Background: an optimization exercise with open tools, aiming at small area and a short achievable clock period. Do not read the settings as production practice.
No run shown here included a check of the RTL's function; only the layout flow was run.
No activity file was given, so power comes from the tool's default toggle rates.

## flow/config.mk

```make
export PLATFORM = sky130hd
export DESIGN_NAME = rvExecSlice
export DESIGN_NICKNAME = rvExecSlice
export VERILOG_FILES = /design/flow/design.v
export SDC_FILE = /design/flow/constraint.sdc
export NUM_CORES = 4
export LEC_CHECK = 0
export ABC_AREA = 1
export CAP_MARGIN = 20
export CORE_MARGIN = 2
export CORE_UTILIZATION = 40
export CTS_BUF_LIST = sky130_fd_sc_hd__clkbuf_16
export CTS_CLUSTER_DIAMETER = 80
export CTS_CLUSTER_SIZE = 24
export SETUP_SLACK_MARGIN = 2.8
export SLEW_MARGIN = 20
```

## flow/constraint.sdc

```tcl
create_clock -name core_clock -period 5.0 [get_ports {clk}]
set_input_delay 1.0000 -clock core_clock [delete_from_list [all_inputs] [get_ports {clk}]]
set_output_delay 1.0000 -clock core_clock [all_outputs]
set_load 0.01 [all_outputs]
```

## flow/design.v

```verilog
`timescale 1ns/1ps
module rvExecSlice (
    input  logic        clk,
    input  logic        rstN,
    input  logic        instValid,
    input  logic [31:0] instWord,
    input  logic [31:0] pc,
    input  logic [31:0] rs1Data,
    input  logic [31:0] rs2Data,
    output logic        resValid,
    output logic [4:0]  resRd,
    output logic        resRegWrite,
    output logic [31:0] resWbValue,
    output logic        resMemRead,
    output logic        resMemWrite,
    output logic [31:0] resMemAddr,
    output logic [1:0]  resMemSize,
    output logic        resBranchTaken,
    output logic [31:0] resNextPc,
    output logic        resHalt
);
    function automatic logic [31:0] rev32(input logic [31:0] v);
        for (int i = 0; i < 32; i++) rev32[i] = v[31-i];
    endfunction
    logic [6:0] opc0;
    logic [2:0] f30;
    logic       alt0;
    logic       isOp0, isOpI0, isLoad0, isStore0, isBr0, isJal0, isJalr0, isLui0, isAuipc0;
    logic       isAlu0, sub0, sll0, shf0, fill0;
    logic [1:0] shLo0;
    logic [31:0] shIn0, shOut0;
    logic [31:0] immI0, immS0, immJ0, immU0, bSel0;
    logic [3:0] cls0;
    assign opc0     = instWord[6:0];
    assign f30      = instWord[14:12];
    assign alt0     = (instWord[31:25] == 7'h20);
    assign isOp0    = (opc0 == 7'b0110011);
    assign isOpI0   = (opc0 == 7'b0010011);
    assign isLoad0  = (opc0 == 7'b0000011);
    assign isStore0 = (opc0 == 7'b0100011);
    assign isBr0    = (opc0 == 7'b1100011);
    assign isJal0   = (opc0 == 7'b1101111);
    assign isJalr0  = (opc0 == 7'b1100111);
    assign isLui0   = (opc0 == 7'b0110111);
    assign isAuipc0 = (opc0 == 7'b0010111);
    assign isAlu0   = isOp0 | isOpI0;
    assign sub0 = isBr0 | (isAlu0 & f30[2:1] == 2'b01) | (isOp0 & f30 == 3'b000 & alt0);
    assign sll0 = isAlu0 & (f30 == 3'b001);
    assign immI0 = {{20{instWord[31]}}, instWord[31:20]};
    assign immS0 = {{20{instWord[31]}}, instWord[31:25], instWord[11:7]};
    assign immJ0 = {{12{instWord[31]}}, instWord[19:12], instWord[20], instWord[30:21], 1'b0};
    assign immU0 = {instWord[31:12], 12'b0};
    assign bSel0 = ({32{isOpI0 | isLoad0 | isJalr0}} & immI0) |
                   ({32{isStore0}} & immS0) |
                   ({32{isJal0}} & immJ0) |
                   ({32{isAuipc0}} & immU0) |
                   ({32{!(isOpI0 | isLoad0 | isJalr0 | isStore0 | isJal0 | isAuipc0)}} & rs2Data);
    assign shf0   = isAlu0 & (f30[1:0] == 2'b01);
    assign shLo0  = {2{shf0}} & (isOp0 ? rs2Data[1:0] : instWord[21:20]);
    assign shIn0  = sll0 ? rev32(rs1Data) : rs1Data;
    assign fill0  = isAlu0 & f30[2] & alt0 & rs1Data[31];
    assign shOut0 = 32'($signed({fill0, shIn0}) >>> shLo0);
    always_comb begin
        if      (isOp0)    cls0 = 4'd1;
        else if (isOpI0)   cls0 = 4'd2;
        else if (isLoad0)  cls0 = 4'd3;
        else if (isStore0) cls0 = 4'd4;
        else if (isBr0)    cls0 = 4'd5;
        else if (isJal0)   cls0 = 4'd6;
        else if (isJalr0)  cls0 = 4'd7;
        else if (isLui0)   cls0 = 4'd8;
        else if (isAuipc0) cls0 = 4'd9;
        else               cls0 = 4'd0;
    end
    logic        v1;
    logic [31:0] a1, b1;
    logic        sub1;
    logic [3:0]  cls1;
    logic [31:7] iw1;
    logic [31:2] pc1;
    logic [4:2]  sa1;
    always_ff @(posedge clk or negedge rstN)
        if (!rstN) v1 <= 1'b0;
        else       v1 <= instValid;
    always_ff @(posedge clk) begin
        a1   <= (isJal0 | isAuipc0) ? {pc[31:2], 2'b00} : shOut0;
        b1   <= bSel0 ^ {32{sub0}};
        sub1 <= sub0;
        sa1  <= bSel0[4:2];    
        cls1 <= cls0;
        iw1  <= instWord[31:7];
        pc1  <= pc[31:2];
    end
    logic [2:0]  f31;
    logic        alt1;
    logic        isOp1, isOpI1, isLoad1, isStore1, isBr1, isJal1, isJalr1, isLui1, isAuipc1, isAlu1;
    logic [17:0] sumLo1;
    logic [16:0] sumHi1;
    logic        c16, pHi1;
    logic [31:0] sum1, x1, sh1, tgt1;
    logic        cout1, eq1, lt1, ltu1, cmp1;
    logic        fill1;
    assign f31      = iw1[14:12];
    assign alt1     = (iw1[31:25] == 7'h20);
    assign isOp1    = (cls1 == 4'd1);
    assign isOpI1   = (cls1 == 4'd2);
    assign isLoad1  = (cls1 == 4'd3);
    assign isStore1 = (cls1 == 4'd4);
    assign isBr1    = (cls1 == 4'd5);
    assign isJal1   = (cls1 == 4'd6);
    assign isJalr1  = (cls1 == 4'd7);
    assign isLui1   = (cls1 == 4'd8);
    assign isAuipc1 = (cls1 == 4'd9);
    assign isAlu1   = isOp1 | isOpI1;
    assign sumLo1 = {1'b0, a1[15:0], 1'b1} + {1'b0, b1[15:0], sub1};  
    assign c16    = sumLo1[17];
    assign sumHi1 = {1'b0, a1[31:16]} + {1'b0, b1[31:16]};
    assign pHi1   = &(a1[31:16] ^ b1[31:16]);
    assign sum1   = {sumHi1[15:0], sumLo1[16:1]};
    assign cout1  = sumHi1[16] | (pHi1 & c16);
    assign x1    = a1 ^ b1;
    assign eq1   = &x1;                                   
    assign ltu1  = ~cout1;
    assign lt1   = (a1[31] == b1[31]) ? a1[31] : ltu1;  
    assign cmp1  = (isBr1 ? f31[1] : f31[0]) ? ltu1 : lt1;
    assign fill1 = f31[2] & alt1 & a1[31];
    assign sh1   = 32'($signed({fill1, a1}) >>> {sa1[4:2], 2'b00});
    assign tgt1  = {pc1, 2'b00} + {{20{iw1[31]}}, iw1[7], iw1[30:25], iw1[11:8], 1'b0};
    logic selSum1, selTgt1, selSr1, selSl1, selG1, selP1, slt1;
    assign selTgt1 = isBr1;
    assign selSum1 = !(isAlu1 | isBr1) | (isAlu1 & f31 == 3'b000);
    assign selSr1  = isAlu1 & (f31 == 3'b101);
    assign selSl1  = isAlu1 & (f31 == 3'b001);
    assign slt1    = isAlu1 & (f31[2:1] == 2'b01);
    assign selG1   = isAlu1 & (f31[2:1] == 2'b11);
    assign selP1   = isAlu1 & f31[2] & ~f31[0];
    logic [31:0] alu1;
    assign alu1 = ({32{selSum1}} & sum1) |
                  ({32{selTgt1}} & tgt1) |
                  ({32{selSr1}}  & sh1) |
                  ({32{selSl1}}  & rev32(sh1)) |
                  ({32{selP1}}   & x1) |
                  ({32{selG1}}   & (a1 & b1));
    logic        illegal1, regWr1;
    always_comb begin
        illegal1 = 1'b0;
        regWr1   = 1'b1;
        if (isOp1)
            illegal1 = (iw1[31:25] != 7'h00) && !(alt1 && (f31 == 3'b000 || f31 == 3'b101));
        else if (isOpI1)
            illegal1 = (f31 == 3'b001 || f31 == 3'b101) && (iw1[31:25] != 7'h00) &&
                       !(f31 == 3'b101 && alt1);
        else if (isLoad1)
            illegal1 = (f31 == 3'b011 || f31[2:1] == 2'b11);
        else if (isStore1) begin
            regWr1   = 1'b0;
            illegal1 = (f31[2] || f31[1:0] == 2'b11);
        end else if (isBr1) begin
            regWr1   = 1'b0;
            illegal1 = (f31[2:1] == 2'b01);
        end else if (!(isJal1 | isJalr1 | isLui1 | isAuipc1)) begin
            regWr1   = 1'b0;
            illegal1 = 1'b1;
        end
    end
    logic        v2;
    logic [31:0] a2;
    logic [31:2] pc42;
    logic [31:12] hi2;
    logic [4:0]  rd2;
    logic        c162;
    logic        eq2, cmp2, slt2, isJ2, isJalr2, isBr2, isLui2;
    logic        memRd2, memWr2, illegal2, regWr2;
    always_ff @(posedge clk or negedge rstN)
        if (!rstN) v2 <= 1'b0;
        else       v2 <= v1;
    always_ff @(posedge clk) begin
        a2       <= alu1;
        pc42     <= pc1 + 30'd1;
        hi2      <= iw1[31:12];
        rd2      <= iw1[11:7];
        c162     <= selSum1 & c16;
        eq2      <= eq1;
        cmp2     <= cmp1;
        slt2     <= slt1;
        isJ2     <= isJal1 | isJalr1;
        isJalr2  <= isJalr1;
        isBr2    <= isBr1;
        isLui2   <= isLui1;
        memRd2   <= isLoad1;
        memWr2   <= isStore1;
        illegal2 <= illegal1;
        regWr2   <= regWr1;
    end
    logic [31:0] aU2, aF2, jt2, pc4F2, npc2, wb2;
    logic        taken2, cond2, sizeHalt2, pcHalt2, halt2;
    logic [2:0]  f32;
    logic [1:0]  size2;
    assign f32 = hi2[14:12];
    assign size2 = !(memRd2 | memWr2)                        ? 2'd0 :
                   (f32[1:0] == 2'b01 && (memRd2 || !f32[2])) ? 2'd1 :
                   (f32 == 3'b010)                            ? 2'd2 : 2'd0;
    always_comb begin
        case (f32)
            3'b000:  cond2 = eq2;
            3'b001:  cond2 = ~eq2;
            3'b100, 3'b110: cond2 = cmp2;
            3'b101, 3'b111: cond2 = ~cmp2;
            default: cond2 = 1'b0;
        endcase
    end
    assign aU2    = {a2[31:16] + {15'b0, c162}, a2[15:0]};
    assign aF2    = {aU2[31:1], aU2[0] | (slt2 & cmp2)};
    assign taken2 = isJ2 | (isBr2 & cond2);
    assign jt2    = {aU2[31:1], aU2[0] & ~isJalr2};
    assign pc4F2  = {pc42, 2'b00};
    assign npc2   = taken2 ? jt2 : pc4F2;
    assign sizeHalt2 = (memRd2 || memWr2) &&
                       ((size2 == 2'd1 && a2[0]) || (size2 == 2'd2 && a2[1:0] != 2'b00));  
    assign pcHalt2   = taken2 && (jt2[1:0] != 2'b00);
    assign halt2     = illegal2 || sizeHalt2 || pcHalt2;
    always_comb begin
        if (memRd2)      wb2 = 32'b0;           
        else if (isJ2)   wb2 = pc4F2;           
        else if (isLui2) wb2 = {hi2, 12'b0};
        else             wb2 = aF2;
    end
    logic v3;
    always_ff @(posedge clk or negedge rstN)
        if (!rstN) v3 <= 1'b0;
        else       v3 <= v2;
    always_ff @(posedge clk) begin
        resRd          <= rd2;
        resRegWrite    <= regWr2 && !halt2;
        resWbValue     <= wb2;
        resMemRead     <= memRd2;
        resMemWrite    <= memWr2;
        resMemAddr     <= aF2;
        resMemSize     <= size2;
        resBranchTaken <= taken2;
        resNextPc      <= npc2;
        resHalt        <= halt2;
    end
    assign resValid = v3;
endmodule
```

## flow/flow/run.sh

```bash
#!/bin/bash
# Standard ORFS layout with these changes:
#  - input ports are buffered with buf_1, output ports with buf_2 (after global
#    placement, flow/outbuf.tcl), instead of the default delay buffer
#  - the ABC area recipe (ABC_AREA=1) is replaced by flow/abc_area.script;
#    this only changes the mapping of combinational logic, the registers are
#    those of the standard synthesis
set -e
rm -rf scripts_abc
cp -r "$FLOW_HOME/scripts" scripts_abc
cp flow/abc_area.script scripts_abc/abc_area.script
bash standard.sh SCRIPTS_DIR="$PWD/scripts_abc" \
    BUFFER_PORTS_ARGS="-inputs -buffer_cell sky130_fd_sc_hd__buf_1" \
    POST_GLOBAL_PLACE_TCL="$PWD/flow/outbuf.tcl" finish > standard.log 2>&1
```

## flow/flow/abc_area.script

```
strash
dch
map -B 0.5
topo
stime -c
buffer -c
upsize -c
dnsize -c
```

## flow/flow/outbuf.tcl

```tcl
# outputs get buf_2 port buffers; the inputs got buf_1 ones before global placement
buffer_ports -outputs -buffer_cell sky130_fd_sc_hd__buf_2
estimate_parasitics -placement
```

## flow/standard.sh

```bash
#!/bin/bash
# synth_recipe.tcl (not shown) runs the flow's synth.tcl, then flattens the netlist and writes it again
# the make line also repeats each setting of config.mk as NAME=value (left out here)
make -C /OpenROAD-flow-scripts/flow DESIGN_CONFIG=/design/flow/config.mk WORK_HOME=/design/flow/orfs CLKGATE_MAP_FILE= SYNTH_SCRIPT=/design/flow/synth_recipe.tcl "${@:-finish}"
```

==> impl_metrics.yaml, run 1 <==
outcome:
  outcome: "finished clean"
final_layout:
  postLayoutCoreUtil_pct: 50.3
  syn2layout_area_growth_pct: 24.6
  drive_above_1_share_pct: 19.1
  antenna_cells: 0
  nNetsFinal: 3030
sta:
  max_freq_mhz: 448
  rsz0062_at_grt: "true"
  fin_worst_skew_ns: 0.0198
  slew_violations: 0
  fin_setup_tns_ns: 0
  tightest_slew_ns: 0.831
  period_minus_slack_ns: 2.23
  setup_violations: 0
  report.final.hold_viol_count: 0
  fin_crit_sh_pct: 44.6
  relSlewSlack_pct: 44.5
drt:
  ant_nets: 0
  drc: 0
  drt_iter0_markers: 1402
  wl_per_cell_um: 22.3
  vias: 18800
  firstDrtPassIters: 6
  routed_via_density: 5.48
  wl_um: 76600
clock_network:
  cts_buffers: 20
  cts_tree: "built"
  clock_latency_ns: 0.57
  cts.hold.buffers_added: 0
  path_clk_slew_ns: 0.09
  h-tree-depth: 1
  clk_path_buf_depth: 3
  clock-sinks: 337
  root_buffer: "clkbuf_16"
yosys:
  yosys_warnings: 1
  synth-seq-cells: 337
  async_flop_share_pct: 0.890
  synth_cell_types: 53
  ys.flop_type: "dfxtp_1"
  netlist_instances: 2549
  synth_fp_nets: 2747
  ys_seq_area_share_pct: 38.1
  syn-cell-area_um2: 17800
  synth_edf_count: 0
  avgSynthCellArea_um2: 6.97
placed_design:
  io_buffers: 237
  dpl.hpwl_um: 59100
power:
  switchingPower_mw: 2.29
  power.share.clock_pct: 26.2
  combPwrFrac_pct: 25.9
  max-vdd-ir-drop_mv: 0.256
  p_per_area_nw_per_um2: 304
  p_int_mw: 4.44
  p_leak_nw: 10.1
  seq_power_share_pct: 48.0
  power.share.switching_pct: 34.0
setup_path:
  end_kind: "flop"
  crit_type: "flop to flop"
  crit_path_top_delay_cell: "dfxtp_4"
  cp_max_fo: 5
  worstRegToRegCells: 11
  setup.worst_path.start_class: "flop"
  reg2reg_slack_ns: 2.77
  crit_top_cell: "nor2_2"
  rr_startpoint: "pc1[2]"
  arrival_ns: 2.60
  cp.buffers_inverters: 2
  crit_required_ns: 5.37
  timing.rr.end: "a2[8]"
  slowest_delay_ns: 0.44
  path_cells: "ha_4, inv_1, fa_1, inv_2, nand3_2, nand2_4, a21oi_4, nor2_2, nor2_2, a31oi_1, nand4_1"
  path_delay_family: "simple AND/OR/NAND/NOR gates"
global_routing:
  grt_pass1_vias: 17600
  antenna_found_initial: 3
  grtUsageTotal_pct: 31.5
  overflow: 0
  grt_max_degree: 45
  grt_pass1_wl_um: 110000
floorplan:
  initial_core_util_pct: 40.3
  die_h_um: 215
  rows: 77
  die_area_um2: 46100
  io_pins: 240
  die_x_um: 215
  core_um2: 44000
run:
  maxCapViolations: 0
min_path:
  hold_path_class: "input pin to asynchronous set/reset pin"
## per-stage QoR
stage	power [mW]	hold slack (ns)	worst slack (ns)	area (um2)	std cells
2_1_floorplan	4.13	0.310	2.68	17800	2549
3_3_place_gp	4.68	0.313	1.79	18700	3193
3_5_place_dp	4.81	0.313	1.74	19200	3302
4_1_cts	6.61	0.211	2.69	20900	3384
5_1_grt	7.05	0.227	2.72	22100	3432
6_report	6.73	0.220	2.77	22100	3432
## logic make-up (layout without fill, tap and decap cells)
group | Yosys count | count (layout) | share of synthesized area, %
compound gates | 376 | 381 | 12.6
xor+xnor | 69 | 69 | 3.40
fa+ha+maj | 67 | 67 | 4.85
buf+inv | 322 | 602 | 7.65
flops | 337 | 337 | 38.1
simple gates | 1378 | 1384 | 33.4
## power groups by stage
stage / Sequential, mW / Combinational, mW / Clock (mW)
4_1_cts: 3.22 / 1.59 / 1.80
3_5_place_dp: 3.28 / 1.53 / 0
5_1_grt: 3.26 / 1.90 / 1.90
6_report: 3.23 / 1.74 / 1.76
3_3_place_gp: 3.39 / 1.29 / 0
2_1_floorplan: 3.27 / 0.859 / 0
## routing by layer
| layer | global-route usage (%) | vias up | part of all wire, % |
|---|---|---|---|
| met5 | 0 | - | 0 |
| met4 | 13.1 | 0 | 4.9 |
| met3 | 3.38 | 182 | 6.8 |
| met2 | 53.8 | 864 | 47 |
| met1 | 40.5 | 8736 | 42 |
| li1 | - | 9027 | - |
## flip-flops by register name, summed over array words and instances (netlist names), 5 cells and up
name	cells
resWbValue	32
resMemAddr	32
a1	32
resNextPc	32
hi2	20
pc1	30
pc42	30
a2	32
iw1	25
rd2	5
resRd	5
b1	32
## cells in the final DEF (no fill, tap or decap), types with 29 or more instances in the layout
cell type | netlist | routed
ha_1 | 64 | 32
xor2_1 | 57 | 56
buf_4 | 9 | 82
a21oi_1 | 135 | 117
o21ai_0 | 119 | 106
buf_2 | 20 | 110
dfxtp_1 | 334 | 299
buf_1 | 9 | 123
nand2_2 | 3 | 53
nand2_1 | 819 | 757
nor2_1 | 112 | 85
nand3_2 | 0 | 29
o211ai_1 | 35 | 35
nand4_1 | 48 | 48
inv_1 | 222 | 209
nand3_1 | 315 | 282
## Yosys cell counts (all sizes together) (7+ instances only)
cell     count  area, um2
nand2      822       3090
dfxtp      334       6690
nand3      317       1610
inv        228        856
a21oi      137        708
o21ai      121        613
nor2       116        455
ha          64        801
xor2        57        499
buf         50        337
nand4       48        300
clkbuf      42        158
o211ai      36        275
nor3        31        176
a31oi       21        131
a22oi       19        173
nand3b      15        113
or2         12       75.1
xnor2       12        105
nor4        10       62.6
o2111ai     10       87.6
o21a         7       52.6
## repair_timing
item,CTS,global route
cloned,12,6
endpoints found under the setup margin,143,109
pin swaps,19,46
hold endpoints to repair,0,0
resized for setup,151,214
buffers inserted,40,42
## how the worst max path moves through the flow
stage / end / start / cells past startpoint / slack (ns)
after floorplan: b1[11] / instWord[1] / 9 / 2.68
after global placement: b1[23] / instWord[5] / 11 / 1.79
after CTS: a2[26] / iw1[31] / 11 / 2.69
after global routing: a2[24] / iw1[31] / 11 / 2.72
after detailed placement: b1[23] / instWord[5] / 11 / 1.74
final: a2[8] / pc1[2] / 11 / 2.77
## cell type report
| class | instances | area, um2 |
|---|---|---|
| Clock inverter | 10 | 136 |
| Multi-Input combinational cell | 1901 | 10900 |
| Timing Repair inverter | 3 | 20.0 |
| Timing Repair Buffer | 339 | 2050 |
| Inverter | 230 | 920 |
| Tap cell | 592 | 741 |
| Fill cell | 4417 | 21900 |
| Sequential cell | 337 | 6830 |
| Clock buffer | 20 | 500 |
==> run 2, diff against run 1 <==
--- a/flow/design.v
+++ b/flow/design.v
@@ -56,9 +56,9 @@
                    ({32{isAuipc0}} & immU0) |
                    ({32{!(isOpI0 | isLoad0 | isJalr0 | isStore0 | isJal0 | isAuipc0)}} & rs2Data);
     assign shf0   = isAlu0 & (f30[1:0] == 2'b01);
-    assign shLo0  = {2{shf0}} & (isOp0 ? rs2Data[1:0] : instWord[21:20]);
+    assign shLo0  = isOp0 ? rs2Data[1:0] : instWord[21:20];
     assign shIn0  = sll0 ? rev32(rs1Data) : rs1Data;
-    assign fill0  = isAlu0 & f30[2] & alt0 & rs1Data[31];
+    assign fill0  = f30[2] & alt0 & rs1Data[31];
     assign shOut0 = 32'($signed({fill0, shIn0}) >>> shLo0);
     always_comb begin
         if      (isOp0)    cls0 = 4'd1;
@@ -83,7 +83,7 @@
         if (!rstN) v1 <= 1'b0;
         else       v1 <= instValid;
     always_ff @(posedge clk) begin
-        a1   <= (isJal0 | isAuipc0) ? {pc[31:2], 2'b00} : shOut0;
+        a1   <= (isJal0 | isAuipc0) ? {pc[31:2], 2'b00} : shf0 ? shOut0 : rs1Data;
         b1   <= bSel0 ^ {32{sub0}};
         sub1 <= sub0;
         sa1  <= bSel0[4:2];    
==> flow/flow/run.sh (replaced) <==
#!/bin/bash
# Standard ORFS layout with two changes:
#  - ports are buffered with buf_2 instead of the default delay buffer
#  - the ABC area recipe (ABC_AREA=1) is replaced by flow/abc_area.script;
#    this only changes the mapping of combinational logic, the registers are
#    those of the standard synthesis
set -e
rm -rf scripts_abc
cp -r "$FLOW_HOME/scripts" scripts_abc
cp flow/abc_area.script scripts_abc/abc_area.script
bash standard.sh SCRIPTS_DIR="$PWD/scripts_abc" \
    BUFFER_PORTS_ARGS="-buffer_cell sky130_fd_sc_hd__buf_2" finish > standard.log 2>&1
--- a/flow/config.mk
+++ b/flow/config.mk
@@ -9,8 +9,5 @@
 export CAP_MARGIN = 20
 export CORE_MARGIN = 2
 export CORE_UTILIZATION = 40
-export CTS_BUF_LIST = sky130_fd_sc_hd__clkbuf_16
-export CTS_CLUSTER_DIAMETER = 80
-export CTS_CLUSTER_SIZE = 24
-export SETUP_SLACK_MARGIN = 2.8
+export SETUP_SLACK_MARGIN = 2.5
 export SLEW_MARGIN = 20
removed: flow/flow/outbuf.tcl
==> impl_metrics.yaml, run 2 <==
yosys:
  syn-cell-area_um2: 17900
  ys.flop_type: "dfxtp_1"
  ys_seq_area_share_pct: 37.7
  synth_commonest_cells: "nand2_1, nand3_1, dfxtp_1, inv_1, nor2_1"
  synth_cell_types: 56
  synth-seq-cells: 337
  synth_edf_count: 0
  yosys_warnings: 1
  async_flop_share_pct: 0.890
  synth.area.top_cells: "dfxtp_1, nand2_1, nand3_1"
  synth_fp_nets: 2790
  yosys.area.top_type: "dfxtp_1"
  netlist_instances: 2592
  synth_top_area_share_pct: 37.3
  avgSynthCellArea_um2: 6.92
  synth.most_common_cell: "nand2_1"
global_routing:
  grt_max_degree: 71
  grt_pass1_vias: 17700
  antenna_found_initial: 5
  grt_pass1_wl_um: 109000
  grtUsageTotal_pct: 31.3
  overflow: 0
floorplan:
  io_pins: 240
  die_h_um: 216
  die_x_um: 216
  initial_core_util_pct: 40.6
  core_um2: 44200
  die_area_um2: 46600
  rows: 77
setup_path:
  reg2reg_slack_ns: 2.53
  worstRegToRegCells: 11
  rr_startpoint: "iw1[31]"
  crit_type: "flop to flop"
  end_kind: "flop"
  cp_max_fo: 23
  crit_start: "iw1[31]"
  arrival_ns: 2.80
  timing.rr.end: "a2[15]"
  crit_required_ns: 5.34
  setup.worst_path.start_class: "flop"
drt:
  wl_per_cell_um: 22.0
  drc: 0
  routed_via_density: 5.50
  vias: 18800
  ant_nets: 0
  firstDrtPassIters: 5
  drt_iter0_markers: 1672
  wl_um: 75200
placed_design:
  routabilityCongestion: 0.966
  pre_cts_ws_ns: 1.66
  dpl.hpwl_um: 60500
  placed_cells: 3341
  io_buffers: 237
  post_dp_cell_area_um2: 19600
clock_network:
  h-tree-depth: 2
  clk_path_buf_depth: 3
  clock_latency_ns: 0.56
  cts_tree: "built"
  clock-sinks: 337
  path_clk_slew_ns: 0.07
  root_buffer: "clkbuf_16"
  cts_buffers: 35
power:
  p_per_area_nw_per_um2: 355
  p_leak_nw: 10.1
  power_mw: 7.57
  max-vdd-ir-drop_mv: 0.233
sta:
  relSlewSlack_pct: 40.0
  max_freq_mhz: 406
  tightest_slew_ns: 0.891
  slew_violations: 0
  period_minus_slack_ns: 2.47
  report.final.hold_viol_count: 0
  rsz0062_at_grt: "true"
  fin_crit_sh_pct: 49.3
  hold_slack_ns: 0.235
  setup_slack_ns: 2.53
  fin_worst_skew_ns: 0.0187
  fin_setup_tns_ns: 0
  setup_violations: 0
outcome:
  outcome: "finished clean"
final_layout:
  postLayoutCoreUtil_pct: 48.1
  nNetsFinal: 3001
  fin_area_um2: 21300
  layout_common_cells: "nand2_1, nand3_1, dfxtp_1"
  final_common_cell: "nand2_1"
  fin_cells: 3424
  syn2layout_area_growth_pct: 18.7
  drive_above_1_share_pct: 15.6
run:
  maxCapViolations: 0
min_path:
  hold_path_class: "input pin to asynchronous set/reset pin"
## run 2: cell count changes after synthesis, moves of 23 or more
cell / previous run / this run
nand2_1: 819 / 706
nand3_1: 315 / 384
nor2_1: 112 / 170
buf_2: 20 / 46
xor2_1: 57 / 33
xnor2_1: 12 / 35
## run 2: layout make-up
cell class / count / area, um2
fill: 4522 / 22900
timing repair inverter: 1 / 7.51
tap: 592 / 741
clock buffer: 52 / 1030
clock inverter: 10 / 159
timing repair buffer: 272 / 1490
sequential: 337 / 6780
inverter: 239 / 920
antenna: 4 / 10.0
multi-input combinational: 1917 / 10200
## run 2: worst max-delay path by stage
stage / endpoint / slack [ns]
floorplan: b1[14] / 2.80
global placement: a1[11] / 1.70
detailed placement: a1[3] / 1.66
CTS: a2[29] / 2.49
global route: a2[25] / 2.43
finish: a2[15] / 2.53
## run 2: timing repair
item,4_1_cts,5_1_grt
hold buffers,0,0
setup buffers,8,4
cloned,3,2
pin swaps,5,6
endpoints found under the setup margin,111,83
resized for setup,41,54
## run 2: power breakdown
group	internal [mW]	total [mW]	switching, mW
logic	0.576	1.68	1.10
registers	3.01	3.22	0.205
clock network	1.59	2.67	1.08
## run 2: cell families (layout without fill, tap and decap cells)
kind of cell    after synthesis  count (layout)  share of synthesized area, %
buf+inv                     342             574                          7.67
xor+xnor                     68              68                          3.32
flops                       337             337                          37.7
simple gates               1402            1404                          34.3
compound gates              375             377                          12.2
fa+ha+maj                    67              67                          4.80
mux                           1               1                        0.0558
other cells                   0               4                             0
## run 2: worst max-delay path, stage by stage, from the launching register on
cell and delay (ns):
dfxtp_1 0.32, buf_12 0.18, ha_4 0.32, nand2_1 0.14
nor2_4 0.16, inv_1 0.13, nor3_2 0.18, nand2_1 0.08
nand2_1 0.14, a21oi_1 0.08, o21ai_1 0.17, nand4_1 0.32
## run 2: per-layer routing
metal	global-route usage, %	share of wire [%]	vias up	wire length [um]
met3	4.55	7.2	124	5430
li1	-	-	9072	-
met1	41.3	43	8823	32000
met2	52.5	47	798	35100
met5	0	0	-	0
met4	10.5	3.5	0	2650

[what the ideal ports hide]
In the flow no input, the clock included, has a driving cell. The finished layouts below were timed again as built, in two steps.
Step 1 (the two cells are an assumption about what drives the block):
set clk [get_ports {clk}]
set_driving_cell -lib_cell sky130_fd_sc_hd__clkbuf_16 $clk
set_driving_cell -lib_cell sky130_fd_sc_hd__buf_2 [delete_from_list [all_inputs] $clk]
Step 2, shift: input delay + t, output delay - t, t = (earliest + latest rising clock arrival at the registers) / 2. This alone moves slack from input paths to output paths.
Slacks: ideal ports / drivers / drivers and shift; pairs: ideal ports / drivers.
run	t, ns	slack for setup (ns)	hold slack, ns	worst setup path at the end	pins driven straight from the clock port
run 1	0.611	2.769 / 2.769 / 2.195	0.220 / 0.197 / 0.331	input to register	1
run 2	0.603	2.535 / 2.535 / 2.035	0.235 / 0.202 / 0.313	input to register	1
After both steps every run listed still meets setup and hold. For run 1, which loses most, drivers alone change the setup slack by 0.000 ns; drivers and shift together by -0.574 ns.
